Source: an optimization exercise on an open RTL-to-GDS flow (aim: small area, a short achievable clock period and few clock cycles per item). Production flows keep margins and buffers that such runs may drop. The RTL was checked by simulation tests, not by an equivalence proof against the original design. Power figures rest on the tool's default switching activity, not on a simulated workload.

==> flow/design.v <==
package ex_pkg;
  localparam logic [3:0] OP_AND = 4'b0000;
  localparam logic [3:0] OP_OR  = 4'b0001;
  localparam logic [3:0] OP_ADD = 4'b0010;
  localparam logic [3:0] OP_XOR = 4'b0011;
  localparam logic [3:0] OP_SLL = 4'b0100;
  localparam logic [3:0] OP_SRL = 4'b0101;
  localparam logic [3:0] OP_SUB = 4'b0110;
  localparam logic [3:0] OP_SLT = 4'b0111;
  localparam logic [3:0] OP_MUL = 4'b1000;
  localparam logic [3:0] OP_NOR = 4'b1100;
  typedef enum logic {
    ST_IDLE = 1'b0,
    ST_MUL  = 1'b1
  } ex_state_e;
  localparam int unsigned DEFAULT_WIDTH = 32;
  localparam int unsigned MUL_SLICES    = DEFAULT_WIDTH / 8;
  function automatic integer mul_slices(input integer width);
    mul_slices = width / 8;
  endfunction
endpackage
import ex_pkg::*;
module ex_stage
#(
  parameter int unsigned WIDTH = 32
) (
  input  logic             clk,
  input  logic             rst,
  input  logic             in_valid,
  output logic             in_ready,
  input  logic [3:0]       operation,
  input  logic [WIDTH-1:0] op_a,
  input  logic [WIDTH-1:0] op_b,
  input  logic [4:0]       shamt,
  input  logic [4:0]       rd,
  input  logic             reg_write,
  input  logic             stall_in,
  input  logic             flush,
  output logic             out_valid,
  output logic [WIDTH-1:0] result,
  output logic             zero,
  output logic [4:0]       out_rd,
  output logic             out_reg_write,
  output logic             busy
);
  logic v0_q, v1_q;
  logic hold1_s, ld1_s, ld0_s;
  assign hold1_s  = v1_q & stall_in;
  assign ld1_s    = ~hold1_s;
  assign ld0_s    = ~(v0_q & hold1_s);
  assign in_ready = ld0_s;
  always_ff @(posedge clk) begin
    if (!rst || flush) begin
      v0_q <= 1'b0;
      v1_q <= 1'b0;
    end else begin
      if (ld0_s) v0_q <= in_valid;
      if (ld1_s) v1_q <= v0_q;
    end
  end
  logic op_mul, op_sll, op_srl, op_add, op_sub;
  assign op_mul = (operation == OP_MUL);
  assign op_sll = (operation == OP_SLL);
  assign op_srl = (operation == OP_SRL);
  assign op_add = (operation == OP_ADD);
  assign op_sub = (operation == OP_SUB);
  logic        lt_in;
  logic [31:0] b_rev, a_in;
  assign lt_in = $signed(op_a) < $signed(op_b);
  always_comb begin
    for (int i = 0; i < 32; i++) b_rev[i] = op_b[31 - i];
    case (operation)
      OP_AND:  a_in = op_a & op_b;
      OP_OR:   a_in = op_a | op_b;
      OP_XOR:  a_in = op_a ^ op_b;
      OP_NOR:  a_in = ~(op_a | op_b);
      OP_SLT:  a_in = {31'd0, lt_in};
      OP_SLL:  a_in = op_b;
      OP_SRL:  a_in = b_rev;
      OP_MUL:  a_in = op_a;
      OP_ADD:  a_in = op_a;
      OP_SUB:  a_in = op_a;
      default: a_in = 32'd0;
    endcase
  end
  logic [15:0] one_in, two_in, neg_in;
  logic [31:0] braw;
  assign braw = op_sub ? ~op_b : op_b;
  always_comb begin
    for (int i = 0; i < 16; i++) begin
      logic b2, b1, bm;
      b2 = op_b[2*i+1];
      b1 = op_b[2*i];
      bm = (i == 0) ? 1'b0 : op_b[2*i-1];
      if (op_mul) begin
        one_in[i] = b1 ^ bm;
        two_in[i] = (b2 & ~b1 & ~bm) | (~b2 & b1 & bm);
        neg_in[i] = b2;
      end else if (op_sll | op_srl) begin
        one_in[i] = (shamt[4:1] == 4'(i)) & ~shamt[0];
        two_in[i] = (shamt[4:1] == 4'(i)) & shamt[0];
        neg_in[i] = 1'b0;
      end else begin
        one_in[i] = braw[2*i];
        two_in[i] = 1'b0;
        neg_in[i] = braw[2*i+1];
      end
    end
  end
  logic [31:0] a0_q;
  logic [15:0] one0_q, two0_q, neg0_q;
  logic        tree0_q, srl0_q, useb0_q, c0_q;
  logic [4:0]  rd0_q;
  logic        rw0_q;
  always_ff @(posedge clk) begin
    if (ld0_s) begin
      a0_q    <= a_in;
      one0_q  <= one_in;
      two0_q  <= two_in;
      neg0_q  <= neg_in;
      tree0_q <= op_mul | op_sll;
      srl0_q  <= op_srl;
      useb0_q <= op_add | op_sub;
      c0_q    <= op_mul ? op_b[1] : op_sub;
      rd0_q   <= rd;
      rw0_q   <= reg_write;
    end
  end
  logic [31:0] b0_raw;
  always_comb begin
    for (int i = 0; i < 16; i++) begin
      b0_raw[2*i]   = one0_q[i];
      b0_raw[2*i+1] = neg0_q[i];
    end
  end
  logic [31:0] a_sh;
  assign a_sh = {a0_q[30:0], 1'b0};
  logic [31:0] pp0;
  logic [29:0] pp1;
  logic [27:0] pp2;
  logic [25:0] pp3;
  logic [23:0] pp4;
  logic [21:0] pp5;
  logic [19:0] pp6;
  logic [17:0] pp7;
  logic [15:0] pp8;
  logic [13:0] pp9;
  logic [11:0] pp10;
  logic [9:0]  pp11;
  logic [7:0]  pp12;
  logic [5:0]  pp13;
  logic [3:0]  pp14;
  logic        pp15_0, pp15_1;
  logic [15:0] bone, btwo, bneg;
  assign bone = one0_q;
  assign btwo = two0_q;
  assign bneg = neg0_q;
  assign pp0  = ({32{bone[0]}}  & a0_q[31:0]  | {32{btwo[0]}}  & a_sh[31:0])  ^ {32{bneg[0]}};
  assign pp1  = ({30{bone[1]}}  & a0_q[29:0]  | {30{btwo[1]}}  & a_sh[29:0])  ^ {30{bneg[1]}};
  assign pp2  = ({28{bone[2]}}  & a0_q[27:0]  | {28{btwo[2]}}  & a_sh[27:0])  ^ {28{bneg[2]}};
  assign pp3  = ({26{bone[3]}}  & a0_q[25:0]  | {26{btwo[3]}}  & a_sh[25:0])  ^ {26{bneg[3]}};
  assign pp4  = ({24{bone[4]}}  & a0_q[23:0]  | {24{btwo[4]}}  & a_sh[23:0])  ^ {24{bneg[4]}};
  assign pp5  = ({22{bone[5]}}  & a0_q[21:0]  | {22{btwo[5]}}  & a_sh[21:0])  ^ {22{bneg[5]}};
  assign pp6  = ({20{bone[6]}}  & a0_q[19:0]  | {20{btwo[6]}}  & a_sh[19:0])  ^ {20{bneg[6]}};
  assign pp7  = ({18{bone[7]}}  & a0_q[17:0]  | {18{btwo[7]}}  & a_sh[17:0])  ^ {18{bneg[7]}};
  assign pp8  = ({16{bone[8]}}  & a0_q[15:0]  | {16{btwo[8]}}  & a_sh[15:0])  ^ {16{bneg[8]}};
  assign pp9  = ({14{bone[9]}}  & a0_q[13:0]  | {14{btwo[9]}}  & a_sh[13:0])  ^ {14{bneg[9]}};
  assign pp10 = ({12{bone[10]}} & a0_q[11:0]  | {12{btwo[10]}} & a_sh[11:0])  ^ {12{bneg[10]}};
  assign pp11 = ({10{bone[11]}} & a0_q[9:0]   | {10{btwo[11]}} & a_sh[9:0])   ^ {10{bneg[11]}};
  assign pp12 = ({8{bone[12]}}  & a0_q[7:0]   | {8{btwo[12]}}  & a_sh[7:0])   ^ {8{bneg[12]}};
  assign pp13 = ({6{bone[13]}}  & a0_q[5:0]   | {6{btwo[13]}}  & a_sh[5:0])   ^ {6{bneg[13]}};
  assign pp14 = ({4{bone[14]}}  & a0_q[3:0]   | {4{btwo[14]}}  & a_sh[3:0])   ^ {4{bneg[14]}};
  assign pp15_0 = bone[15] & a0_q[0];
  assign pp15_1 = (bone[15] & (a0_q[1] ^ (bneg[15] & a0_q[0]))) | (btwo[15] & a0_q[0]);
  logic [31:0] tree_x, tree_y;
  wire hs0, hc0;
  ex_ha u_ha0 (.a(pp0[24]), .b(pp1[22]), .s(hs0), .co(hc0));
  wire hs1, hc1;
  ex_ha u_ha1 (.a(pp0[25]), .b(pp1[23]), .s(hs1), .co(hc1));
  wire fs0, fc0;
  ex_fa u_fa0 (.a(pp0[26]), .b(pp1[24]), .c(pp2[22]), .s(fs0), .co(fc0));
  wire hs2, hc2;
  ex_ha u_ha2 (.a(pp3[20]), .b(pp4[18]), .s(hs2), .co(hc2));
  wire fs1, fc1;
  ex_fa u_fa1 (.a(pp0[27]), .b(pp1[25]), .c(pp2[23]), .s(fs1), .co(fc1));
  wire hs3, hc3;
  ex_ha u_ha3 (.a(pp3[21]), .b(pp4[19]), .s(hs3), .co(hc3));
  wire fs2, fc2;
  ex_fa u_fa2 (.a(pp0[28]), .b(pp1[26]), .c(pp2[24]), .s(fs2), .co(fc2));
  wire fs3, fc3;
  ex_fa u_fa3 (.a(pp3[22]), .b(pp4[20]), .c(pp5[18]), .s(fs3), .co(fc3));
  wire hs4, hc4;
  ex_ha u_ha4 (.a(pp6[16]), .b(pp7[14]), .s(hs4), .co(hc4));
  wire fs4, fc4;
  ex_fa u_fa4 (.a(pp0[29]), .b(pp1[27]), .c(pp2[25]), .s(fs4), .co(fc4));
  wire fs5, fc5;
  ex_fa u_fa5 (.a(pp3[23]), .b(pp4[21]), .c(pp5[19]), .s(fs5), .co(fc5));
  wire hs5, hc5;
  ex_ha u_ha5 (.a(pp6[17]), .b(pp7[15]), .s(hs5), .co(hc5));
  wire fs6, fc6;
  ex_fa u_fa6 (.a(pp0[30]), .b(pp1[28]), .c(pp2[26]), .s(fs6), .co(fc6));
  wire fs7, fc7;
  ex_fa u_fa7 (.a(pp3[24]), .b(pp4[22]), .c(pp5[20]), .s(fs7), .co(fc7));
  wire fs8, fc8;
  ex_fa u_fa8 (.a(pp6[18]), .b(pp7[16]), .c(pp8[14]), .s(fs8), .co(fc8));
  wire fs9, fc9;
  ex_fa u_fa9 (.a(pp0[31]), .b(pp1[29]), .c(pp2[27]), .s(fs9), .co(fc9));
  wire fs10, fc10;
  ex_fa u_fa10 (.a(pp3[25]), .b(pp4[23]), .c(pp5[21]), .s(fs10), .co(fc10));
  wire fs11, fc11;
  ex_fa u_fa11 (.a(pp6[19]), .b(pp7[17]), .c(pp8[15]), .s(fs11), .co(fc11));
  wire hs6, hc6;
  ex_ha u_ha6 (.a(pp0[16]), .b(pp1[14]), .s(hs6), .co(hc6));
  wire hs7, hc7;
  ex_ha u_ha7 (.a(pp0[17]), .b(pp1[15]), .s(hs7), .co(hc7));
  wire fs12, fc12;
  ex_fa u_fa12 (.a(pp0[18]), .b(pp1[16]), .c(pp2[14]), .s(fs12), .co(fc12));
  wire hs8, hc8;
  ex_ha u_ha8 (.a(pp3[12]), .b(pp4[10]), .s(hs8), .co(hc8));
  wire fs13, fc13;
  ex_fa u_fa13 (.a(pp0[19]), .b(pp1[17]), .c(pp2[15]), .s(fs13), .co(fc13));
  wire hs9, hc9;
  ex_ha u_ha9 (.a(pp3[13]), .b(pp4[11]), .s(hs9), .co(hc9));
  wire fs14, fc14;
  ex_fa u_fa14 (.a(pp0[20]), .b(pp1[18]), .c(pp2[16]), .s(fs14), .co(fc14));
  wire fs15, fc15;
  ex_fa u_fa15 (.a(pp3[14]), .b(pp4[12]), .c(pp5[10]), .s(fs15), .co(fc15));
  wire hs10, hc10;
  ex_ha u_ha10 (.a(pp6[8]), .b(pp7[6]), .s(hs10), .co(hc10));
  wire fs16, fc16;
  ex_fa u_fa16 (.a(pp0[21]), .b(pp1[19]), .c(pp2[17]), .s(fs16), .co(fc16));
  wire fs17, fc17;
  ex_fa u_fa17 (.a(pp3[15]), .b(pp4[13]), .c(pp5[11]), .s(fs17), .co(fc17));
  wire hs11, hc11;
  ex_ha u_ha11 (.a(pp6[9]), .b(pp7[7]), .s(hs11), .co(hc11));
  wire fs18, fc18;
  ex_fa u_fa18 (.a(pp0[22]), .b(pp1[20]), .c(pp2[18]), .s(fs18), .co(fc18));
  wire fs19, fc19;
  ex_fa u_fa19 (.a(pp3[16]), .b(pp4[14]), .c(pp5[12]), .s(fs19), .co(fc19));
  wire fs20, fc20;
  ex_fa u_fa20 (.a(pp6[10]), .b(pp7[8]), .c(pp8[6]), .s(fs20), .co(fc20));
  wire hs12, hc12;
  ex_ha u_ha12 (.a(pp9[4]), .b(pp10[2]), .s(hs12), .co(hc12));
  wire fs21, fc21;
  ex_fa u_fa21 (.a(pp0[23]), .b(pp1[21]), .c(pp2[19]), .s(fs21), .co(fc21));
  wire fs22, fc22;
  ex_fa u_fa22 (.a(pp3[17]), .b(pp4[15]), .c(pp5[13]), .s(fs22), .co(fc22));
  wire fs23, fc23;
  ex_fa u_fa23 (.a(pp6[11]), .b(pp7[9]), .c(pp8[7]), .s(fs23), .co(fc23));
  wire hs13, hc13;
  ex_ha u_ha13 (.a(pp9[5]), .b(pp10[3]), .s(hs13), .co(hc13));
  wire fs24, fc24;
  ex_fa u_fa24 (.a(hs0), .b(pp2[20]), .c(pp3[18]), .s(fs24), .co(fc24));
  wire fs25, fc25;
  ex_fa u_fa25 (.a(pp4[16]), .b(pp5[14]), .c(pp6[12]), .s(fs25), .co(fc25));
  wire fs26, fc26;
  ex_fa u_fa26 (.a(pp7[10]), .b(pp8[8]), .c(pp9[6]), .s(fs26), .co(fc26));
  wire fs27, fc27;
  ex_fa u_fa27 (.a(pp10[4]), .b(pp11[2]), .c(pp12[0]), .s(fs27), .co(fc27));
  wire fs28, fc28;
  ex_fa u_fa28 (.a(hc0), .b(hs1), .c(pp2[21]), .s(fs28), .co(fc28));
  wire fs29, fc29;
  ex_fa u_fa29 (.a(pp3[19]), .b(pp4[17]), .c(pp5[15]), .s(fs29), .co(fc29));
  wire fs30, fc30;
  ex_fa u_fa30 (.a(pp6[13]), .b(pp7[11]), .c(pp8[9]), .s(fs30), .co(fc30));
  wire fs31, fc31;
  ex_fa u_fa31 (.a(pp9[7]), .b(pp10[5]), .c(pp11[3]), .s(fs31), .co(fc31));
  wire fs32, fc32;
  ex_fa u_fa32 (.a(hc1), .b(fs0), .c(hs2), .s(fs32), .co(fc32));
  wire fs33, fc33;
  ex_fa u_fa33 (.a(pp5[16]), .b(pp6[14]), .c(pp7[12]), .s(fs33), .co(fc33));
  wire fs34, fc34;
  ex_fa u_fa34 (.a(pp8[10]), .b(pp9[8]), .c(pp10[6]), .s(fs34), .co(fc34));
  wire fs35, fc35;
  ex_fa u_fa35 (.a(pp11[4]), .b(pp12[2]), .c(pp13[0]), .s(fs35), .co(fc35));
  wire fs36, fc36;
  ex_fa u_fa36 (.a(fc0), .b(hc2), .c(fs1), .s(fs36), .co(fc36));
  wire fs37, fc37;
  ex_fa u_fa37 (.a(hs3), .b(pp5[17]), .c(pp6[15]), .s(fs37), .co(fc37));
  wire fs38, fc38;
  ex_fa u_fa38 (.a(pp7[13]), .b(pp8[11]), .c(pp9[9]), .s(fs38), .co(fc38));
  wire fs39, fc39;
  ex_fa u_fa39 (.a(pp10[7]), .b(pp11[5]), .c(pp12[3]), .s(fs39), .co(fc39));
  wire fs40, fc40;
  ex_fa u_fa40 (.a(fc1), .b(hc3), .c(fs2), .s(fs40), .co(fc40));
  wire fs41, fc41;
  ex_fa u_fa41 (.a(fs3), .b(hs4), .c(pp8[12]), .s(fs41), .co(fc41));
  wire fs42, fc42;
  ex_fa u_fa42 (.a(pp9[10]), .b(pp10[8]), .c(pp11[6]), .s(fs42), .co(fc42));
  wire fs43, fc43;
  ex_fa u_fa43 (.a(pp12[4]), .b(pp13[2]), .c(pp14[0]), .s(fs43), .co(fc43));
  wire fs44, fc44;
  ex_fa u_fa44 (.a(fc2), .b(fc3), .c(hc4), .s(fs44), .co(fc44));
  wire fs45, fc45;
  ex_fa u_fa45 (.a(fs4), .b(fs5), .c(hs5), .s(fs45), .co(fc45));
  wire fs46, fc46;
  ex_fa u_fa46 (.a(pp8[13]), .b(pp9[11]), .c(pp10[9]), .s(fs46), .co(fc46));
  wire fs47, fc47;
  ex_fa u_fa47 (.a(pp11[7]), .b(pp12[5]), .c(pp13[3]), .s(fs47), .co(fc47));
  wire fs48, fc48;
  ex_fa u_fa48 (.a(fc4), .b(fc5), .c(hc5), .s(fs48), .co(fc48));
  wire fs49, fc49;
  ex_fa u_fa49 (.a(fs6), .b(fs7), .c(fs8), .s(fs49), .co(fc49));
  wire fs50, fc50;
  ex_fa u_fa50 (.a(pp9[12]), .b(pp10[10]), .c(pp11[8]), .s(fs50), .co(fc50));
  wire fs51, fc51;
  ex_fa u_fa51 (.a(pp12[6]), .b(pp13[4]), .c(pp14[2]), .s(fs51), .co(fc51));
  wire fs52, fc52;
  ex_fa u_fa52 (.a(fc6), .b(fc7), .c(fc8), .s(fs52), .co(fc52));
  wire fs53, fc53;
  ex_fa u_fa53 (.a(fs9), .b(fs10), .c(fs11), .s(fs53), .co(fc53));
  wire fs54, fc54;
  ex_fa u_fa54 (.a(pp9[13]), .b(pp10[11]), .c(pp11[9]), .s(fs54), .co(fc54));
  wire fs55, fc55;
  ex_fa u_fa55 (.a(pp12[7]), .b(pp13[5]), .c(pp14[3]), .s(fs55), .co(fc55));
  wire hs14, hc14;
  ex_ha u_ha14 (.a(pp0[10]), .b(pp1[8]), .s(hs14), .co(hc14));
  wire hs15, hc15;
  ex_ha u_ha15 (.a(pp0[11]), .b(pp1[9]), .s(hs15), .co(hc15));
  wire fs56, fc56;
  ex_fa u_fa56 (.a(pp0[12]), .b(pp1[10]), .c(pp2[8]), .s(fs56), .co(fc56));
  wire hs16, hc16;
  ex_ha u_ha16 (.a(pp3[6]), .b(pp4[4]), .s(hs16), .co(hc16));
  wire fs57, fc57;
  ex_fa u_fa57 (.a(pp0[13]), .b(pp1[11]), .c(pp2[9]), .s(fs57), .co(fc57));
  wire hs17, hc17;
  ex_ha u_ha17 (.a(pp3[7]), .b(pp4[5]), .s(hs17), .co(hc17));
  wire fs58, fc58;
  ex_fa u_fa58 (.a(pp0[14]), .b(pp1[12]), .c(pp2[10]), .s(fs58), .co(fc58));
  wire fs59, fc59;
  ex_fa u_fa59 (.a(pp3[8]), .b(pp4[6]), .c(pp5[4]), .s(fs59), .co(fc59));
  wire hs18, hc18;
  ex_ha u_ha18 (.a(pp6[2]), .b(pp7[0]), .s(hs18), .co(hc18));
  wire fs60, fc60;
  ex_fa u_fa60 (.a(pp0[15]), .b(pp1[13]), .c(pp2[11]), .s(fs60), .co(fc60));
  wire fs61, fc61;
  ex_fa u_fa61 (.a(pp3[9]), .b(pp4[7]), .c(pp5[5]), .s(fs61), .co(fc61));
  wire hs19, hc19;
  ex_ha u_ha19 (.a(pp6[3]), .b(pp7[1]), .s(hs19), .co(hc19));
  wire fs62, fc62;
  ex_fa u_fa62 (.a(hs6), .b(pp2[12]), .c(pp3[10]), .s(fs62), .co(fc62));
  wire fs63, fc63;
  ex_fa u_fa63 (.a(pp4[8]), .b(pp5[6]), .c(pp6[4]), .s(fs63), .co(fc63));
  wire fs64, fc64;
  ex_fa u_fa64 (.a(pp7[2]), .b(pp8[0]), .c(bneg[8]), .s(fs64), .co(fc64));
  wire fs65, fc65;
  ex_fa u_fa65 (.a(hc6), .b(hs7), .c(pp2[13]), .s(fs65), .co(fc65));
  wire fs66, fc66;
  ex_fa u_fa66 (.a(pp3[11]), .b(pp4[9]), .c(pp5[7]), .s(fs66), .co(fc66));
  wire fs67, fc67;
  ex_fa u_fa67 (.a(pp6[5]), .b(pp7[3]), .c(pp8[1]), .s(fs67), .co(fc67));
  wire fs68, fc68;
  ex_fa u_fa68 (.a(hc7), .b(fs12), .c(hs8), .s(fs68), .co(fc68));
  wire fs69, fc69;
  ex_fa u_fa69 (.a(pp5[8]), .b(pp6[6]), .c(pp7[4]), .s(fs69), .co(fc69));
  wire fs70, fc70;
  ex_fa u_fa70 (.a(pp8[2]), .b(pp9[0]), .c(bneg[9]), .s(fs70), .co(fc70));
  wire fs71, fc71;
  ex_fa u_fa71 (.a(fc12), .b(hc8), .c(fs13), .s(fs71), .co(fc71));
  wire fs72, fc72;
  ex_fa u_fa72 (.a(hs9), .b(pp5[9]), .c(pp6[7]), .s(fs72), .co(fc72));
  wire fs73, fc73;
  ex_fa u_fa73 (.a(pp7[5]), .b(pp8[3]), .c(pp9[1]), .s(fs73), .co(fc73));
  wire fs74, fc74;
  ex_fa u_fa74 (.a(fc13), .b(hc9), .c(fs14), .s(fs74), .co(fc74));
  wire fs75, fc75;
  ex_fa u_fa75 (.a(fs15), .b(hs10), .c(pp8[4]), .s(fs75), .co(fc75));
  wire fs76, fc76;
  ex_fa u_fa76 (.a(pp9[2]), .b(pp10[0]), .c(bneg[10]), .s(fs76), .co(fc76));
  wire fs77, fc77;
  ex_fa u_fa77 (.a(fc14), .b(fc15), .c(hc10), .s(fs77), .co(fc77));
  wire fs78, fc78;
  ex_fa u_fa78 (.a(fs16), .b(fs17), .c(hs11), .s(fs78), .co(fc78));
  wire fs79, fc79;
  ex_fa u_fa79 (.a(pp8[5]), .b(pp9[3]), .c(pp10[1]), .s(fs79), .co(fc79));
  wire fs80, fc80;
  ex_fa u_fa80 (.a(fc16), .b(fc17), .c(hc11), .s(fs80), .co(fc80));
  wire fs81, fc81;
  ex_fa u_fa81 (.a(fs18), .b(fs19), .c(fs20), .s(fs81), .co(fc81));
  wire fs82, fc82;
  ex_fa u_fa82 (.a(hs12), .b(pp11[0]), .c(bneg[11]), .s(fs82), .co(fc82));
  wire fs83, fc83;
  ex_fa u_fa83 (.a(fc18), .b(fc19), .c(fc20), .s(fs83), .co(fc83));
  wire fs84, fc84;
  ex_fa u_fa84 (.a(hc12), .b(fs21), .c(fs22), .s(fs84), .co(fc84));
  wire fs85, fc85;
  ex_fa u_fa85 (.a(fs23), .b(hs13), .c(pp11[1]), .s(fs85), .co(fc85));
  wire fs86, fc86;
  ex_fa u_fa86 (.a(fc21), .b(fc22), .c(fc23), .s(fs86), .co(fc86));
  wire fs87, fc87;
  ex_fa u_fa87 (.a(hc13), .b(fs24), .c(fs25), .s(fs87), .co(fc87));
  wire fs88, fc88;
  ex_fa u_fa88 (.a(fs26), .b(fs27), .c(bneg[12]), .s(fs88), .co(fc88));
  wire fs89, fc89;
  ex_fa u_fa89 (.a(fc24), .b(fc25), .c(fc26), .s(fs89), .co(fc89));
  wire fs90, fc90;
  ex_fa u_fa90 (.a(fc27), .b(fs28), .c(fs29), .s(fs90), .co(fc90));
  wire fs91, fc91;
  ex_fa u_fa91 (.a(fs30), .b(fs31), .c(pp12[1]), .s(fs91), .co(fc91));
  wire fs92, fc92;
  ex_fa u_fa92 (.a(fc28), .b(fc29), .c(fc30), .s(fs92), .co(fc92));
  wire fs93, fc93;
  ex_fa u_fa93 (.a(fc31), .b(fs32), .c(fs33), .s(fs93), .co(fc93));
  wire fs94, fc94;
  ex_fa u_fa94 (.a(fs34), .b(fs35), .c(bneg[13]), .s(fs94), .co(fc94));
  wire fs95, fc95;
  ex_fa u_fa95 (.a(fc32), .b(fc33), .c(fc34), .s(fs95), .co(fc95));
  wire fs96, fc96;
  ex_fa u_fa96 (.a(fc35), .b(fs36), .c(fs37), .s(fs96), .co(fc96));
  wire fs97, fc97;
  ex_fa u_fa97 (.a(fs38), .b(fs39), .c(pp13[1]), .s(fs97), .co(fc97));
  wire fs98, fc98;
  ex_fa u_fa98 (.a(fc36), .b(fc37), .c(fc38), .s(fs98), .co(fc98));
  wire fs99, fc99;
  ex_fa u_fa99 (.a(fc39), .b(fs40), .c(fs41), .s(fs99), .co(fc99));
  wire fs100, fc100;
  ex_fa u_fa100 (.a(fs42), .b(fs43), .c(bneg[14]), .s(fs100), .co(fc100));
  wire fs101, fc101;
  ex_fa u_fa101 (.a(fc40), .b(fc41), .c(fc42), .s(fs101), .co(fc101));
  wire fs102, fc102;
  ex_fa u_fa102 (.a(fc43), .b(fs44), .c(fs45), .s(fs102), .co(fc102));
  wire fs103, fc103;
  ex_fa u_fa103 (.a(fs46), .b(fs47), .c(pp14[1]), .s(fs103), .co(fc103));
  wire fs104, fc104;
  ex_fa u_fa104 (.a(fc44), .b(fc45), .c(fc46), .s(fs104), .co(fc104));
  wire fs105, fc105;
  ex_fa u_fa105 (.a(fc47), .b(fs48), .c(fs49), .s(fs105), .co(fc105));
  wire fs106, fc106;
  ex_fa u_fa106 (.a(fs50), .b(fs51), .c(pp15_0), .s(fs106), .co(fc106));
  wire fs107, fc107;
  ex_fa u_fa107 (.a(fc48), .b(fc49), .c(fc50), .s(fs107), .co(fc107));
  wire fs108, fc108;
  ex_fa u_fa108 (.a(fc51), .b(fs52), .c(fs53), .s(fs108), .co(fc108));
  wire fs109, fc109;
  ex_fa u_fa109 (.a(fs54), .b(fs55), .c(pp15_1), .s(fs109), .co(fc109));
  wire hs20, hc20;
  ex_ha u_ha20 (.a(pp0[6]), .b(pp1[4]), .s(hs20), .co(hc20));
  wire hs21, hc21;
  ex_ha u_ha21 (.a(pp0[7]), .b(pp1[5]), .s(hs21), .co(hc21));
  wire fs110, fc110;
  ex_fa u_fa110 (.a(pp0[8]), .b(pp1[6]), .c(pp2[4]), .s(fs110), .co(fc110));
  wire hs22, hc22;
  ex_ha u_ha22 (.a(pp3[2]), .b(pp4[0]), .s(hs22), .co(hc22));
  wire fs111, fc111;
  ex_fa u_fa111 (.a(pp0[9]), .b(pp1[7]), .c(pp2[5]), .s(fs111), .co(fc111));
  wire hs23, hc23;
  ex_ha u_ha23 (.a(pp3[3]), .b(pp4[1]), .s(hs23), .co(hc23));
  wire fs112, fc112;
  ex_fa u_fa112 (.a(hs14), .b(pp2[6]), .c(pp3[4]), .s(fs112), .co(fc112));
  wire fs113, fc113;
  ex_fa u_fa113 (.a(pp4[2]), .b(pp5[0]), .c(bneg[5]), .s(fs113), .co(fc113));
  wire fs114, fc114;
  ex_fa u_fa114 (.a(hc14), .b(hs15), .c(pp2[7]), .s(fs114), .co(fc114));
  wire fs115, fc115;
  ex_fa u_fa115 (.a(pp3[5]), .b(pp4[3]), .c(pp5[1]), .s(fs115), .co(fc115));
  wire fs116, fc116;
  ex_fa u_fa116 (.a(hc15), .b(fs56), .c(hs16), .s(fs116), .co(fc116));
  wire fs117, fc117;
  ex_fa u_fa117 (.a(pp5[2]), .b(pp6[0]), .c(bneg[6]), .s(fs117), .co(fc117));
  wire fs118, fc118;
  ex_fa u_fa118 (.a(fc56), .b(hc16), .c(fs57), .s(fs118), .co(fc118));
  wire fs119, fc119;
  ex_fa u_fa119 (.a(hs17), .b(pp5[3]), .c(pp6[1]), .s(fs119), .co(fc119));
  wire fs120, fc120;
  ex_fa u_fa120 (.a(fc57), .b(hc17), .c(fs58), .s(fs120), .co(fc120));
  wire fs121, fc121;
  ex_fa u_fa121 (.a(fs59), .b(hs18), .c(bneg[7]), .s(fs121), .co(fc121));
  wire fs122, fc122;
  ex_fa u_fa122 (.a(fc58), .b(fc59), .c(hc18), .s(fs122), .co(fc122));
  wire fs123, fc123;
  ex_fa u_fa123 (.a(fs60), .b(fs61), .c(hs19), .s(fs123), .co(fc123));
  wire fs124, fc124;
  ex_fa u_fa124 (.a(fc60), .b(fc61), .c(hc19), .s(fs124), .co(fc124));
  wire fs125, fc125;
  ex_fa u_fa125 (.a(fs62), .b(fs63), .c(fs64), .s(fs125), .co(fc125));
  wire fs126, fc126;
  ex_fa u_fa126 (.a(fc62), .b(fc63), .c(fc64), .s(fs126), .co(fc126));
  wire fs127, fc127;
  ex_fa u_fa127 (.a(fs65), .b(fs66), .c(fs67), .s(fs127), .co(fc127));
  wire fs128, fc128;
  ex_fa u_fa128 (.a(fc65), .b(fc66), .c(fc67), .s(fs128), .co(fc128));
  wire fs129, fc129;
  ex_fa u_fa129 (.a(fs68), .b(fs69), .c(fs70), .s(fs129), .co(fc129));
  wire fs130, fc130;
  ex_fa u_fa130 (.a(fc68), .b(fc69), .c(fc70), .s(fs130), .co(fc130));
  wire fs131, fc131;
  ex_fa u_fa131 (.a(fs71), .b(fs72), .c(fs73), .s(fs131), .co(fc131));
  wire fs132, fc132;
  ex_fa u_fa132 (.a(fc71), .b(fc72), .c(fc73), .s(fs132), .co(fc132));
  wire fs133, fc133;
  ex_fa u_fa133 (.a(fs74), .b(fs75), .c(fs76), .s(fs133), .co(fc133));
  wire fs134, fc134;
  ex_fa u_fa134 (.a(fc74), .b(fc75), .c(fc76), .s(fs134), .co(fc134));
  wire fs135, fc135;
  ex_fa u_fa135 (.a(fs77), .b(fs78), .c(fs79), .s(fs135), .co(fc135));
  wire fs136, fc136;
  ex_fa u_fa136 (.a(fc77), .b(fc78), .c(fc79), .s(fs136), .co(fc136));
  wire fs137, fc137;
  ex_fa u_fa137 (.a(fs80), .b(fs81), .c(fs82), .s(fs137), .co(fc137));
  wire fs138, fc138;
  ex_fa u_fa138 (.a(fc80), .b(fc81), .c(fc82), .s(fs138), .co(fc138));
  wire fs139, fc139;
  ex_fa u_fa139 (.a(fs83), .b(fs84), .c(fs85), .s(fs139), .co(fc139));
  wire fs140, fc140;
  ex_fa u_fa140 (.a(fc83), .b(fc84), .c(fc85), .s(fs140), .co(fc140));
  wire fs141, fc141;
  ex_fa u_fa141 (.a(fs86), .b(fs87), .c(fs88), .s(fs141), .co(fc141));
  wire fs142, fc142;
  ex_fa u_fa142 (.a(fc86), .b(fc87), .c(fc88), .s(fs142), .co(fc142));
  wire fs143, fc143;
  ex_fa u_fa143 (.a(fs89), .b(fs90), .c(fs91), .s(fs143), .co(fc143));
  wire fs144, fc144;
  ex_fa u_fa144 (.a(fc89), .b(fc90), .c(fc91), .s(fs144), .co(fc144));
  wire fs145, fc145;
  ex_fa u_fa145 (.a(fs92), .b(fs93), .c(fs94), .s(fs145), .co(fc145));
  wire fs146, fc146;
  ex_fa u_fa146 (.a(fc92), .b(fc93), .c(fc94), .s(fs146), .co(fc146));
  wire fs147, fc147;
  ex_fa u_fa147 (.a(fs95), .b(fs96), .c(fs97), .s(fs147), .co(fc147));
  wire fs148, fc148;
  ex_fa u_fa148 (.a(fc95), .b(fc96), .c(fc97), .s(fs148), .co(fc148));
  wire fs149, fc149;
  ex_fa u_fa149 (.a(fs98), .b(fs99), .c(fs100), .s(fs149), .co(fc149));
  wire fs150, fc150;
  ex_fa u_fa150 (.a(fc98), .b(fc99), .c(fc100), .s(fs150), .co(fc150));
  wire fs151, fc151;
  ex_fa u_fa151 (.a(fs101), .b(fs102), .c(fs103), .s(fs151), .co(fc151));
  wire fs152, fc152;
  ex_fa u_fa152 (.a(fc101), .b(fc102), .c(fc103), .s(fs152), .co(fc152));
  wire fs153, fc153;
  ex_fa u_fa153 (.a(fs104), .b(fs105), .c(fs106), .s(fs153), .co(fc153));
  wire fs154, fc154;
  ex_fa u_fa154 (.a(fc104), .b(fc105), .c(fc106), .s(fs154), .co(fc154));
  wire fs155, fc155;
  ex_fa u_fa155 (.a(fs107), .b(fs108), .c(fs109), .s(fs155), .co(fc155));
  wire hs24, hc24;
  ex_ha u_ha24 (.a(pp0[4]), .b(pp1[2]), .s(hs24), .co(hc24));
  wire hs25, hc25;
  ex_ha u_ha25 (.a(pp0[5]), .b(pp1[3]), .s(hs25), .co(hc25));
  wire fs156, fc156;
  ex_fa u_fa156 (.a(hs20), .b(pp2[2]), .c(pp3[0]), .s(fs156), .co(fc156));
  wire fs157, fc157;
  ex_fa u_fa157 (.a(hc20), .b(hs21), .c(pp2[3]), .s(fs157), .co(fc157));
  wire fs158, fc158;
  ex_fa u_fa158 (.a(hc21), .b(fs110), .c(hs22), .s(fs158), .co(fc158));
  wire fs159, fc159;
  ex_fa u_fa159 (.a(fc110), .b(hc22), .c(fs111), .s(fs159), .co(fc159));
  wire fs160, fc160;
  ex_fa u_fa160 (.a(fc111), .b(hc23), .c(fs112), .s(fs160), .co(fc160));
  wire fs161, fc161;
  ex_fa u_fa161 (.a(fc112), .b(fc113), .c(fs114), .s(fs161), .co(fc161));
  wire fs162, fc162;
  ex_fa u_fa162 (.a(fc114), .b(fc115), .c(fs116), .s(fs162), .co(fc162));
  wire fs163, fc163;
  ex_fa u_fa163 (.a(fc116), .b(fc117), .c(fs118), .s(fs163), .co(fc163));
  wire fs164, fc164;
  ex_fa u_fa164 (.a(fc118), .b(fc119), .c(fs120), .s(fs164), .co(fc164));
  wire fs165, fc165;
  ex_fa u_fa165 (.a(fc120), .b(fc121), .c(fs122), .s(fs165), .co(fc165));
  wire fs166, fc166;
  ex_fa u_fa166 (.a(fc122), .b(fc123), .c(fs124), .s(fs166), .co(fc166));
  wire fs167, fc167;
  ex_fa u_fa167 (.a(fc124), .b(fc125), .c(fs126), .s(fs167), .co(fc167));
  wire fs168, fc168;
  ex_fa u_fa168 (.a(fc126), .b(fc127), .c(fs128), .s(fs168), .co(fc168));
  wire fs169, fc169;
  ex_fa u_fa169 (.a(fc128), .b(fc129), .c(fs130), .s(fs169), .co(fc169));
  wire fs170, fc170;
  ex_fa u_fa170 (.a(fc130), .b(fc131), .c(fs132), .s(fs170), .co(fc170));
  wire fs171, fc171;
  ex_fa u_fa171 (.a(fc132), .b(fc133), .c(fs134), .s(fs171), .co(fc171));
  wire fs172, fc172;
  ex_fa u_fa172 (.a(fc134), .b(fc135), .c(fs136), .s(fs172), .co(fc172));
  wire fs173, fc173;
  ex_fa u_fa173 (.a(fc136), .b(fc137), .c(fs138), .s(fs173), .co(fc173));
  wire fs174, fc174;
  ex_fa u_fa174 (.a(fc138), .b(fc139), .c(fs140), .s(fs174), .co(fc174));
  wire fs175, fc175;
  ex_fa u_fa175 (.a(fc140), .b(fc141), .c(fs142), .s(fs175), .co(fc175));
  wire fs176, fc176;
  ex_fa u_fa176 (.a(fc142), .b(fc143), .c(fs144), .s(fs176), .co(fc176));
  wire fs177, fc177;
  ex_fa u_fa177 (.a(fc144), .b(fc145), .c(fs146), .s(fs177), .co(fc177));
  wire fs178, fc178;
  ex_fa u_fa178 (.a(fc146), .b(fc147), .c(fs148), .s(fs178), .co(fc178));
  wire fs179, fc179;
  ex_fa u_fa179 (.a(fc148), .b(fc149), .c(fs150), .s(fs179), .co(fc179));
  wire fs180, fc180;
  ex_fa u_fa180 (.a(fc150), .b(fc151), .c(fs152), .s(fs180), .co(fc180));
  wire fs181, fc181;
  ex_fa u_fa181 (.a(fc152), .b(fc153), .c(fs154), .s(fs181), .co(fc181));
  wire hs26, hc26;
  ex_ha u_ha26 (.a(pp0[2]), .b(pp1[0]), .s(hs26), .co(hc26));
  wire hs27, hc27;
  ex_ha u_ha27 (.a(pp0[3]), .b(pp1[1]), .s(hs27), .co(hc27));
  wire fs182, fc182;
  ex_fa u_fa182 (.a(hs24), .b(pp2[0]), .c(bneg[2]), .s(fs182), .co(fc182));
  wire fs183, fc183;
  ex_fa u_fa183 (.a(hc24), .b(hs25), .c(pp2[1]), .s(fs183), .co(fc183));
  wire fs184, fc184;
  ex_fa u_fa184 (.a(hc25), .b(fs156), .c(bneg[3]), .s(fs184), .co(fc184));
  wire fs185, fc185;
  ex_fa u_fa185 (.a(fc156), .b(fs157), .c(pp3[1]), .s(fs185), .co(fc185));
  wire fs186, fc186;
  ex_fa u_fa186 (.a(fc157), .b(fs158), .c(bneg[4]), .s(fs186), .co(fc186));
  wire fs187, fc187;
  ex_fa u_fa187 (.a(fc158), .b(fs159), .c(hs23), .s(fs187), .co(fc187));
  wire fs188, fc188;
  ex_fa u_fa188 (.a(fc159), .b(fs160), .c(fs113), .s(fs188), .co(fc188));
  wire fs189, fc189;
  ex_fa u_fa189 (.a(fc160), .b(fs161), .c(fs115), .s(fs189), .co(fc189));
  wire fs190, fc190;
  ex_fa u_fa190 (.a(fc161), .b(fs162), .c(fs117), .s(fs190), .co(fc190));
  wire fs191, fc191;
  ex_fa u_fa191 (.a(fc162), .b(fs163), .c(fs119), .s(fs191), .co(fc191));
  wire fs192, fc192;
  ex_fa u_fa192 (.a(fc163), .b(fs164), .c(fs121), .s(fs192), .co(fc192));
  wire fs193, fc193;
  ex_fa u_fa193 (.a(fc164), .b(fs165), .c(fs123), .s(fs193), .co(fc193));
  wire fs194, fc194;
  ex_fa u_fa194 (.a(fc165), .b(fs166), .c(fs125), .s(fs194), .co(fc194));
  wire fs195, fc195;
  ex_fa u_fa195 (.a(fc166), .b(fs167), .c(fs127), .s(fs195), .co(fc195));
  wire fs196, fc196;
  ex_fa u_fa196 (.a(fc167), .b(fs168), .c(fs129), .s(fs196), .co(fc196));
  wire fs197, fc197;
  ex_fa u_fa197 (.a(fc168), .b(fs169), .c(fs131), .s(fs197), .co(fc197));
  wire fs198, fc198;
  ex_fa u_fa198 (.a(fc169), .b(fs170), .c(fs133), .s(fs198), .co(fc198));
  wire fs199, fc199;
  ex_fa u_fa199 (.a(fc170), .b(fs171), .c(fs135), .s(fs199), .co(fc199));
  wire fs200, fc200;
  ex_fa u_fa200 (.a(fc171), .b(fs172), .c(fs137), .s(fs200), .co(fc200));
  wire fs201, fc201;
  ex_fa u_fa201 (.a(fc172), .b(fs173), .c(fs139), .s(fs201), .co(fc201));
  wire fs202, fc202;
  ex_fa u_fa202 (.a(fc173), .b(fs174), .c(fs141), .s(fs202), .co(fc202));
  wire fs203, fc203;
  ex_fa u_fa203 (.a(fc174), .b(fs175), .c(fs143), .s(fs203), .co(fc203));
  wire fs204, fc204;
  ex_fa u_fa204 (.a(fc175), .b(fs176), .c(fs145), .s(fs204), .co(fc204));
  wire fs205, fc205;
  ex_fa u_fa205 (.a(fc176), .b(fs177), .c(fs147), .s(fs205), .co(fc205));
  wire fs206, fc206;
  ex_fa u_fa206 (.a(fc177), .b(fs178), .c(fs149), .s(fs206), .co(fc206));
  wire fs207, fc207;
  ex_fa u_fa207 (.a(fc178), .b(fs179), .c(fs151), .s(fs207), .co(fc207));
  wire fs208, fc208;
  ex_fa u_fa208 (.a(fc179), .b(fs180), .c(fs153), .s(fs208), .co(fc208));
  wire fs209, fc209;
  ex_fa u_fa209 (.a(fc180), .b(fs181), .c(fs155), .s(fs209), .co(fc209));
  assign tree_x = {fc208, fc207, fc206, fc205, fc204, fc203, fc202, fc201, fc200, fc199, fc198, fc197, fc196, fc195, fc194, fc193, fc192, fc191, fc190, fc189, fc188, fc187, fc186, fc185, fc184, fc183, fc182, hc27, hc26, hs26, pp0[1], pp0[0]};
  assign tree_y = {fs209, fs208, fs207, fs206, fs205, fs204, fs203, fs202, fs201, fs200, fs199, fs198, fs197, fs196, fs195, fs194, fs193, fs192, fs191, fs190, fs189, fs188, fs187, fs186, fs185, fs184, fs183, fs182, hs27, bneg[1], 1'b0, 1'b0};
  logic [31:0] t_or, t_rev;
  assign t_or = tree_x | tree_y;
  always_comb begin
    for (int i = 0; i < 32; i++) t_rev[i] = t_or[31 - i];
  end
  logic [31:0] x_d, y_d;
  always_comb begin
    if (tree0_q) begin
      x_d = tree_x;
      y_d = tree_y;
    end else if (srl0_q) begin
      x_d = t_rev;
      y_d = 32'd0;
    end else begin
      x_d = a0_q;
      y_d = useb0_q ? b0_raw : 32'd0;
    end
  end
  logic [31:0] p1_q, g1_q;
  logic        c1_q;
  logic [4:0]  rd1_q;
  logic        rw1_q;
  always_ff @(posedge clk) begin
    if (ld1_s) begin
      p1_q  <= x_d ^ y_d;
      g1_q  <= x_d & y_d;
      c1_q  <= c0_q;
      rd1_q <= rd0_q;
      rw1_q <= rw0_q;
    end
  end
  logic [31:0] gk [0:5];
  logic [31:0] pk [0:5];
  logic [31:0] cy;
  always_comb begin
    gk[0] = g1_q;
    pk[0] = p1_q;
    gk[0][0] = g1_q[0] | (p1_q[0] & c1_q);
    for (int l = 0; l < 5; l++) begin
      for (int i = 0; i < 32; i++) begin
        if (i >= (1 << l)) begin
          gk[l+1][i] = gk[l][i] | (pk[l][i] & gk[l][i - (1 << l)]);
          pk[l+1][i] = pk[l][i] & pk[l][i - (1 << l)];
        end else begin
          gk[l+1][i] = gk[l][i];
          pk[l+1][i] = pk[l][i];
        end
      end
    end
    cy = {gk[5][30:0], c1_q};
  end
  logic [31:0] zterm;
  assign zterm = p1_q ^ {p1_q[30:0] | g1_q[30:0], c1_q};
  assign result        = p1_q ^ cy;
  assign zero          = ~|zterm;
  assign out_valid     = v1_q;
  assign out_rd        = rd1_q;
  assign out_reg_write = rw1_q;
  assign busy          = v0_q;
endmodule
module ex_fa (
  input  logic a,
  input  logic b,
  input  logic c,
  output logic s,
  output logic co
);
  assign s  = a ^ b ^ c;
  assign co = (a & b) | (a & c) | (b & c);
endmodule
module ex_ha (
  input  logic a,
  input  logic b,
  output logic s,
  output logic co
);
  assign s  = a ^ b;
  assign co = a & b;
endmodule
==> flow/run.sh <==
#!/bin/bash
# synth_recipe.tcl (not shown) runs the flow's synth.tcl, then flattens the netlist and writes it again
# the make line also repeats each setting of config.mk as NAME=value (left out here)
make -C /OpenROAD-flow-scripts/flow DESIGN_CONFIG=/design/flow/config.mk WORK_HOME=/design/flow/orfs CLKGATE_MAP_FILE= SYNTH_SCRIPT=/design/flow/synth_recipe.tcl finish
==> flow/config.mk <==
export PLATFORM = sky130hd
export DESIGN_NAME = ex_stage
export DESIGN_NICKNAME = ex_stage
export VERILOG_FILES = /design/flow/design.v
export SDC_FILE = /design/flow/constraint.sdc
export NUM_CORES = 4
export LEC_CHECK = 0
export ABC_AREA = 1
export ABC_CLOCK_PERIOD_IN_PS = 4000
export CAP_MARGIN = 20
export CORE_MARGIN = 2
export CORE_UTILIZATION = 60
export SETUP_SLACK_MARGIN = 5
export SLEW_MARGIN = 20
export SYNTH_HIERARCHICAL = 1
==> flow/constraint.sdc <==
create_clock -name core_clock -period 10.0 [get_ports {clk}]
set_input_delay 2.0000 -clock core_clock [delete_from_list [all_inputs] [get_ports {clk}]]
set_output_delay 2.0000 -clock core_clock [all_outputs]
set_load 0.01 [all_outputs]
==> metrics.yaml, run 1 <==
synth.cell_area_um2: 22100
critPathBufInv: 1
diodes: 0
numCtsBuffers: 17
gp_congestion: 0.993
cts.sinks: 162
routed_wl_mm: 81.4
cp_max_fo: 10
drc_errors: 0
vias_per_cell: 6.70
clk_latency_ns: 0.44
status: "timing/DRC/antenna clean"
grt_max_degree: 62
highest-signal-layer: "met5"
worstRegToRegCells: 11
drive_gt1_frac: 0.0932
dieWidth_um: 196
clockBufferDepth: 2
ir_drop_mv: 0.293
met1_length_mm: 29.2
antenna_left: 0
finalHoldViolations: 0
setup_slack_ns: 4.98
grt_overflow_total: 0
wl_met2_mm: 35.9
synth-seq-cells: 162
port_buffers: 125
cts_root_buf: "clkbuf_16"
dp_cells: 2989
placed_area_um2: 23500
slew_headroom: 0.320
min_period_ns: 5.02
fin_setup_tns_ns: 0
crit_family: "adder cells"
tightest_slew_ns: 1.02
cp_common_cell: "fa_1"
die_h_um: 196
place_ws_ns: 4.50
r2r_end: "p1_q[8]$_DFFE_PN_"
seq_area_frac_synth: 0.219
rsz0062_at_grt: "true"
worstPathArrival_ns: 5.20
synth_edf_count: 160
start_kind: "flip-flop"
yosys_most_used_dff: "edfxtp_1"
r2r_slack_ns: 4.98
hold_path.class: "reg -> reg"
p_total_mw: 6.82
cp_slowest_stage_delay_ns: 0.61
r2r-start: "a0_q[12]$_DFFE_PN_"
cap_violations: 0
clk_pin_slew_ns: 0.07
crit_slowest_cell: "fa_1"
grt_pass1_wl_mm: 121
fp-row-count: 70
postSynthCellCount: 2535
num-nets-final: 3057
leakagePower_nw: 10.9
grt_antenna_before_repair: 1
final_cell_area_um2: 24900
crit_type: "reg -> reg"
die-area_um2: 38300
io_pins: 126
area_delta_synth_final_pct: 13.0
avgRoutedWirePerCell_um: 26.4
syn_nets: 2986
routed-via-count: 20700
ys.warnings.count: 9
fmax_mhz: 199
fin_skew_ns: 0.0206
path_cells: "clkinvlp_4 > o22ai_1 > xor2_1 > fa_1 > fa_1 > fa_1 > fa_1 > fa_1 > nor3_1 > o22ai_1 > ha_1"
fillCellCount: 3012
track_usage: 0.420
p_per_area_nw_per_um2: 273
regArea_um2: 4840
start_util: 0.606
hold_ws_ns: 0.422
min_to: "rd1_q[1]$_DFFE_PN_"
cp_num_cells: 11
final_max_slew_viol_count: 0
min_path_cells: 0
cp.required_ns: 10.19
min_from: "rd0_q[1]$_DFFE_PN_"
post-route-period-util: 0.502
cts_max_level: 4
multiInputGateArea_um2: 15600
core-area_um2: 36400
drt_iter0_markers: 2554
end_kind: "flip-flop"
hpwl_mm: 59.5
grt_pass1_vias: 20100
finalNonFillerCells: 3087
async_flop_share: 0
drt_pass1_iterations: 7
synth_area_per_cell_um2: 8.71
utilization: 0.685
hold_buffers: 0
cts_tree: "done"
setup-violations-final: 0
wl_met3_mm: 9.36
ys_types: 53
==> state kept, by name (all words and copies together) (netlist names), 5 cells and up <==
signal,cells
rd0_q,5
rd1_q,5
p1_q,32
one0_q,16
two0_q,16
g1_q,31
a0_q,32
neg0_q,16
==> synthesized netlist by cell type, drive strengths merged, types with 32 or more instances <==
cell      n  area share
clkbuf  108       0.019
nor3     50       0.012
nor2    148       0.026
o21ai   155       0.036
inv     265       0.045
ha      157       0.089
fa      210        0.19
o22ai   296       0.084
xor2    302        0.12
nand2   302       0.052
nand3    46       0.011
buf      71       0.016
edfxtp  160        0.22
a221oi   32       0.015
a21oi    88       0.020
==> Yosys stat by module, one instance, submodules excluded <==
module    flops+latches  cells inside
ex_stage            162          2297
ex_fa                 0             1
ex_ha                 0             1
==> worst reg2reg max path, cell delays in order (launching register included) <==
cell	delay, ns
edfxtp_1	0.56
clkinvlp_4	0.38
o22ai_1	0.29
xor2_1	0.25
fa_1	0.51
fa_1	0.48
fa_1	0.54
fa_1	0.45
fa_1	0.61
nor3_1	0.08
o22ai_1	0.31
ha_1	0.30
==> worst max-delay path by stage <==
stage | startpoint | to | slack, ns
CTS | p1_q[0]$_DFFE_PN_ | result[30] | 4.98
finish | a0_q[12]$_DFFE_PN_ | p1_q[8]$_DFFE_PN_ | 4.98
global route | a0_q[13]$_DFFE_PN_ | p1_q[0]$_DFFE_PN_ | 4.82
detailed placement | two0_q[3]$_DFFE_PN_ | p1_q[1]$_DFFE_PN_ | 4.50
global placement | two0_q[3]$_DFFE_PN_ | p1_q[0]$_DFFE_PN_ | 4.60
floorplan | two0_q[1]$_DFFE_PN_ | p1_q[0]$_DFFE_PN_ | 5.03
==> repair_timing <==
action	in CTS	in global routing
setup endpoints to repair	39	39
setup buffers	12	47
pin swaps	2	16
gates resized for setup	38	79
gates cloned	1	6
==> area by class of cell <==
| type | instances | area share |
|---|---|---|
| sequential | 162 | 0.194 |
| timing repair inverter | 6 | 0.00130 |
| multi-input combinational | 1914 | 0.626 |
| clock buffer | 17 | 0.0171 |
| clock inverter | 15 | 0.00702 |
| timing repair buffer | 225 | 0.0850 |
| inverter | 280 | 0.0456 |
| tap | 468 | 0.0235 |
==> cell usage in the layout (no fill, tap or decap), types with 4 or more instances in the layout <==
cell             instances
a21boi_0                 5
a21oi_1                 83
a221oi_1                23
a221oi_2                 9
a22oi_1                 24
a31oi_1                 18
buf_4                   88
buf_6                    6
clkbuf_16               18
clkdlybuf4s50_1        111
clkinv_1                 7
clkinv_4                 5
clkinv_8                 6
clkinvlp_2               5
clkinvlp_4              16
dlymetal6s2s_1          11
edfxtp_1               160
fa_1                   193
fa_2                    17
ha_1                   156
inv_1                  236
inv_2                   12
inv_4                    7
nand2_1                293
nand2_2                  6
nand3_1                 44
nand4_1                 17
nor2_1                 143
nor3_1                  45
nor3_2                   4
o2111ai_1                4
o211ai_1                21
o21ai_0                142
o21ai_1                  9
o21bai_1                14
o22ai_1                288
o22ai_2                  8
xnor2_1                 10
xor2_1                 301
==> cell families after synthesis <==
| kind of cell | after synthesis | synth area share |
|---|---|---|
| AOI/OAI and AO/OA | 664 | 0.187 |
| xor gates and xnor gates | 312 | 0.124 |
| adders and majority gates | 367 | 0.279 |
| buffers and inverters | 459 | 0.0824 |
| DFF | 162 | 0.219 |
| muxes | 1 | 0.000453 |
| and+or+nand+nor | 570 | 0.108 |
==> metal layers <==
layer / up-vias / GRT usage
li1: 8867 / -
met1: 9809 / 0.528
met2: 1586 / 0.658
met3: 414 / 0.0933
met4: 2 / 0.270
met5: - / 0
==> report_power, final <==
| part | internal (mW) | leakage [nW] | switching, mW |
|---|---|---|---|
| Clock | 0.336 | 0.286 | 0.332 |
| Combinational | 2.15 | 8.74 | 2.86 |
| Sequential | 0.918 | 1.85 | 0.220 |
Testbench counts, summed over its fixed seeds: cycles 13,329, items 12,000.
==> inputs of run 2 (changes only) <==
==> flow/flow/run.sh (new file) <==
#!/bin/bash
# The standard layout; the port buffers use the smallest buffer cell
# (every input and output port still gets its own buffer).
set -euo pipefail
bash standard.sh "BUFFER_PORTS_ARGS=-buffer_cell sky130_fd_sc_hd__buf_1" finish > flow_make.log 2>&1
==> flow/standard.sh (new file) <==
#!/bin/bash
# synth_recipe.tcl (not shown) runs the flow's synth.tcl, then flattens the netlist and writes it again
# the make line also repeats each setting of config.mk as NAME=value (left out here)
make -C /OpenROAD-flow-scripts/flow DESIGN_CONFIG=/design/flow/config.mk WORK_HOME=/design/flow/orfs CLKGATE_MAP_FILE= SYNTH_SCRIPT=/design/flow/synth_recipe.tcl "${@:-finish}"
--- a/flow/config.mk
+++ b/flow/config.mk
@@ -9,7 +9,7 @@
 export ABC_CLOCK_PERIOD_IN_PS = 4000
 export CAP_MARGIN = 20
 export CORE_MARGIN = 2
-export CORE_UTILIZATION = 60
+export CORE_UTILIZATION = 40
 export SETUP_SLACK_MARGIN = 5
 export SLEW_MARGIN = 20
 export SYNTH_HIERARCHICAL = 1
removed: flow/run.sh
==> run 2 against run 1 <==
Total power grew 0.41%. Sequential power is essentially flat. Worst setup slack gained 0.015 ns. Clock skew shrank 0.0046 ns. Flip-flop and latch count is the same. Die area grew 49%. Final area shrank 2.1%. Combinational power grew 1%. First-iteration DRC count grew 10%. Register-to-register slack gained 0.02 ns. Largest power group unchanged. Highest routed layer unchanged.
==> metrics.yaml, run 2 <==
status: "timing/DRC/antenna clean"
worstPathArrival_ns: 5.20  # about the same
post-route-period-util: 0.500  # -0.00153
synth_most_common_cell: "xor2_1"
drt_iter0_markers: 2814  # +10%
cp_max_fo: 5  # -5
yosys.area_share.adder: 0.279  # unchanged
start_util: 0.402  # -0.204
synth-compound-area-share: 0.187  # unchanged
synthMuxAreaShare: 0.000453  # unchanged
finalHoldViolations: 0  # unchanged
gp_congestion: 0.965  # -2.9%
place_ws_ns: 4.61  # +0.111 ns
clk_latency_ns: 0.45  # about the same
antenna_left: 0  # unchanged
grt_antenna_before_repair: 4  # +3
dieWidth_um: 239  # +22%
clockBufferDepth: 2  # unchanged
yosysTopAreaCellShare: 0.218  # unchanged
syn_nets: 2986  # unchanged
grt_pass1_wl_mm: 125  # +3.1%
p_seq_frac: 0.165  # -0.002
r2r_slack_ns: 5.00  # +0.02 ns
ys.warnings.count: 9  # unchanged
fmax_mhz: 200  # +0.31%
avgRoutedWirePerCell_um: 25.6  # -2.9%
area_delta_synth_final_pct: 10.7
combPwrFrac: 0.741  # +0.006
synthTopCellsByCount: "302 x xor2_1, 297 x nand2_1, 296 x o22ai_1"
core-area_um2: 54900  # +51%
synth_area_per_cell_um2: 8.71  # unchanged
fin_skew_ns: 0.0160  # -0.00463 ns
regArea_um2: 4840  # unchanged
synthTopCellsByArea: "edfxtp_1 22%, fa_1 19%, xor2_1 12%"
synth_area_leader_cell: "edfxtp_1"
intPower_mw: 3.33  # -2.0%
die_h_um: 239  # +22%
cts.sinks: 162  # unchanged
clk_pin_slew_ns: 0.07  # about the same
postSynthCellCount: 2535  # unchanged
cp.required_ns: 10.20  # about the same
routed-via-count: 20400  # -1.2%
seq_area_frac_synth: 0.219  # unchanged
cts_tree: "done"
final_max_slew_viol_count: 0  # unchanged
multiInputGateArea_um2: 15600  # about the same
synth_xor_area_frac: 0.124  # unchanged
port_buffers: 125  # unchanged
async_flop_share: 0  # unchanged
setup-violations-final: 0  # unchanged
slew_headroom: 0.137  # -0.182
grt_max_degree: 68  # +9.7%
utilization: 0.445  # -0.240
min_period_ns: 5.00  # -0.0153 ns
drt_pass1_iterations: 7  # unchanged
numCtsBuffers: 17  # unchanged
cts_root_buf: "clkbuf_16"
fin_setup_tns_ns: 0  # unchanged
start_kind: "flip-flop"
power.share.clock: 0.094  # -0.004
fp-row-count: 86  # +23%
hold_ws_ns: 0.422  # +0.0000940 ns
synth_top_family_by_area: "adder cells"
hold_path.class: "reg -> reg"
crit_type: "reg -> reg"
cts_max_level: 4  # unchanged
setup_slack_ns: 5.00  # +0.0153 ns
fillCellCount: 5434  # +80%
io_pins: 126  # unchanged
cap_violations: 0  # unchanged
layout_common_cells: "297 x xor2_1, 296 x nand2_1, 285 x o22ai_1, 234 x inv_1, 196 x fa_1"
drive_gt1_frac: 0.0897  # -0.00344
yosys_most_used_dff: "edfxtp_1"
drc_errors: 0  # unchanged
track_usage: 0.291  # -0.129
ys_types: 53  # unchanged
ir_drop_mv: 0.282  # -3.8%
die-area_um2: 57100  # +49%
layout_commonest_cell: "xor2_1"
rsz0062_at_grt: "true"
synth.cell_area_um2: 22100  # unchanged
swShare: 0.513  # +0.0121
p_per_area_nw_per_um2: 280  # +2.5%
grt_overflow_total: 0  # unchanged
grt_pass1_vias: 19900  # -1.0%
tightest_slew_ns: 1.29  # +0.273 ns
p_sw_mw: 3.51  # +2.8%
end_kind: "flip-flop"
num-nets-final: 3047  # -0.33%
hpwl_mm: 61.3  # +3.0%
vias_per_cell: 6.17  # -7.9%
reg_top3: "a0_q x32, p1_q x32, g1_q x31"
synth_edf_count: 160  # unchanged
leakagePower_nw: 10.4  # -4.4%
synthSimpleGateAreaFrac: 0.108  # unchanged
synth-seq-cells: 162  # unchanged
routed_wl_mm: 84.8  # +4.2%
-- run 2: cell counts after synthesis --
Identical to the previous run, type by type.
-- run 2: logic make-up after synthesis --
| family | Yosys count |
|---|---|
| xor+xnor | 312 |
| flops | 162 |
| buf+inv | 459 |
| fa+ha+maj | 367 |
| mux | 1 |
| compound gates | 664 |
| simple gates | 570 |
-- run 2: area by class of cell --
type | count | area share
inverters | 280 | 0.0462
repair buffers | 215 | 0.0549
clock buffers | 18 | 0.0176
diodes | 2 | 0.000205
well taps | 704 | 0.0361
clock inverters | 13 | 0.00533
repair inverters | 5 | 0.00123
multi-input cells | 1915 | 0.640
flip-flops and latches | 162 | 0.198
-- run 2: routing by layer --
| layer | up-vias | routed length [um] | global-route usage | share of wire |
|---|---|---|---|---|
| met5 | - | 11 | 0 | 0.00013 |
| met2 | 1422 | 38200 | 0.459 | 0.45 |
| li1 | 8814 | - | - | - |
| met4 | 2 | 4670 | 0.138 | 0.055 |
| met3 | 291 | 9160 | 0.0633 | 0.11 |
| met1 | 9908 | 32700 | 0.380 | 0.39 |
-- run 2: worst paths after layout --
| check | to | from | depth (start not counted) |
|---|---|---|---|
| worst max register to register | p1_q[3]$_DFFE_PN_ | a0_q[20]$_DFFE_PN_ | 13 |
| worst max-delay path | p1_q[3]$_DFFE_PN_ | a0_q[20]$_DFFE_PN_ | 13 |
| worst min register to register | rw1_q$_DFFE_PN_ | rw0_q$_DFFE_PN_ | 0 |
| worst min-delay path | rw1_q$_DFFE_PN_ | rw0_q$_DFFE_PN_ | 0 |
-- run 2: power groups by stage --
| stage | Clock (mW) | Combinational [mW] | Sequential, mW |
|---|---|---|---|
| 3_5_place_dp | 0 | 4.73 | 1.14 |
| 2_1_floorplan | 0 | 3.22 | 0.985 |
| 3_3_place_gp | 0 | 4.67 | 1.13 |
| 6_report | 0.641 | 5.07 | 1.13 |
| 5_1_grt | 0.670 | 5.54 | 1.14 |
| 4_1_cts | 0.647 | 4.83 | 1.13 |
-- run 2: modules after synthesis (local to each module, per instance) --
module    cells inside  flops+latches  area [um2]  times used
ex_stage          2297            162       17500           1
ex_ha                1              0        12.5          28
ex_fa                1              0        20.0         210
-- run 2: worst max-delay path: stages (launching register included) --
cell and delay [ns]:
edfxtp_1 0.45, clkinvlp_4 0.27, buf_4 0.25, o22ai_1 0.18, xor2_1 0.19, ha_1 0.28
fa_1 0.59, fa_1 0.45, fa_1 0.43, fa_1 0.51, fa_1 0.51, nor3_1 0.22
o21ai_1 0.14, ha_1 0.29
-- run 2: through the flow --
stage	area, um2	cells	total power [mW]
2_1_floorplan	22100	2535	4.21
3_3_place_gp	23000	3224	5.80
3_5_place_dp	23000	3224	5.87
4_1_cts	23900	3284	6.60
5_1_grt	24400	3312	7.36
6_report	24400	3314	6.84
-- run 2: repair_timing --
item | 4_1_cts | 5_1_grt
pin swaps | 4 | 23
resized for setup | 52 | 54
endpoints found under the hold margin | 0 | 0
gates cloned | 7 | 1
endpoints found under the setup margin | 17 | 26
setup buffers | 22 | 27
hold buffers | 0 | 0

==> static timing again, ports no longer ideal <==
The flow's constraints put no driver on any port. The routed layouts listed below were extracted and timed again, unchanged, in two steps.
Step 1, drivers: a clkbuf_16 drives clk and a buf_2 each remaining input, both assumed.
Step 2 moves the port delays by t, midway between the first and last clock arrival at a register: inputs arrive t later, outputs are due t later. That takes back most of the time a late clock gives input paths.
Three values: no drivers, after step 1, after step 2; two values: the first two.
run	shift t [ns]	slack for setup (ns)	pins driven straight from the clock port
run 1	0.481	4.983 / 4.983 / 4.983	1
run 2	0.499	4.998 / 4.998 / 4.998	1
After both steps setup and hold are still met in every run listed.
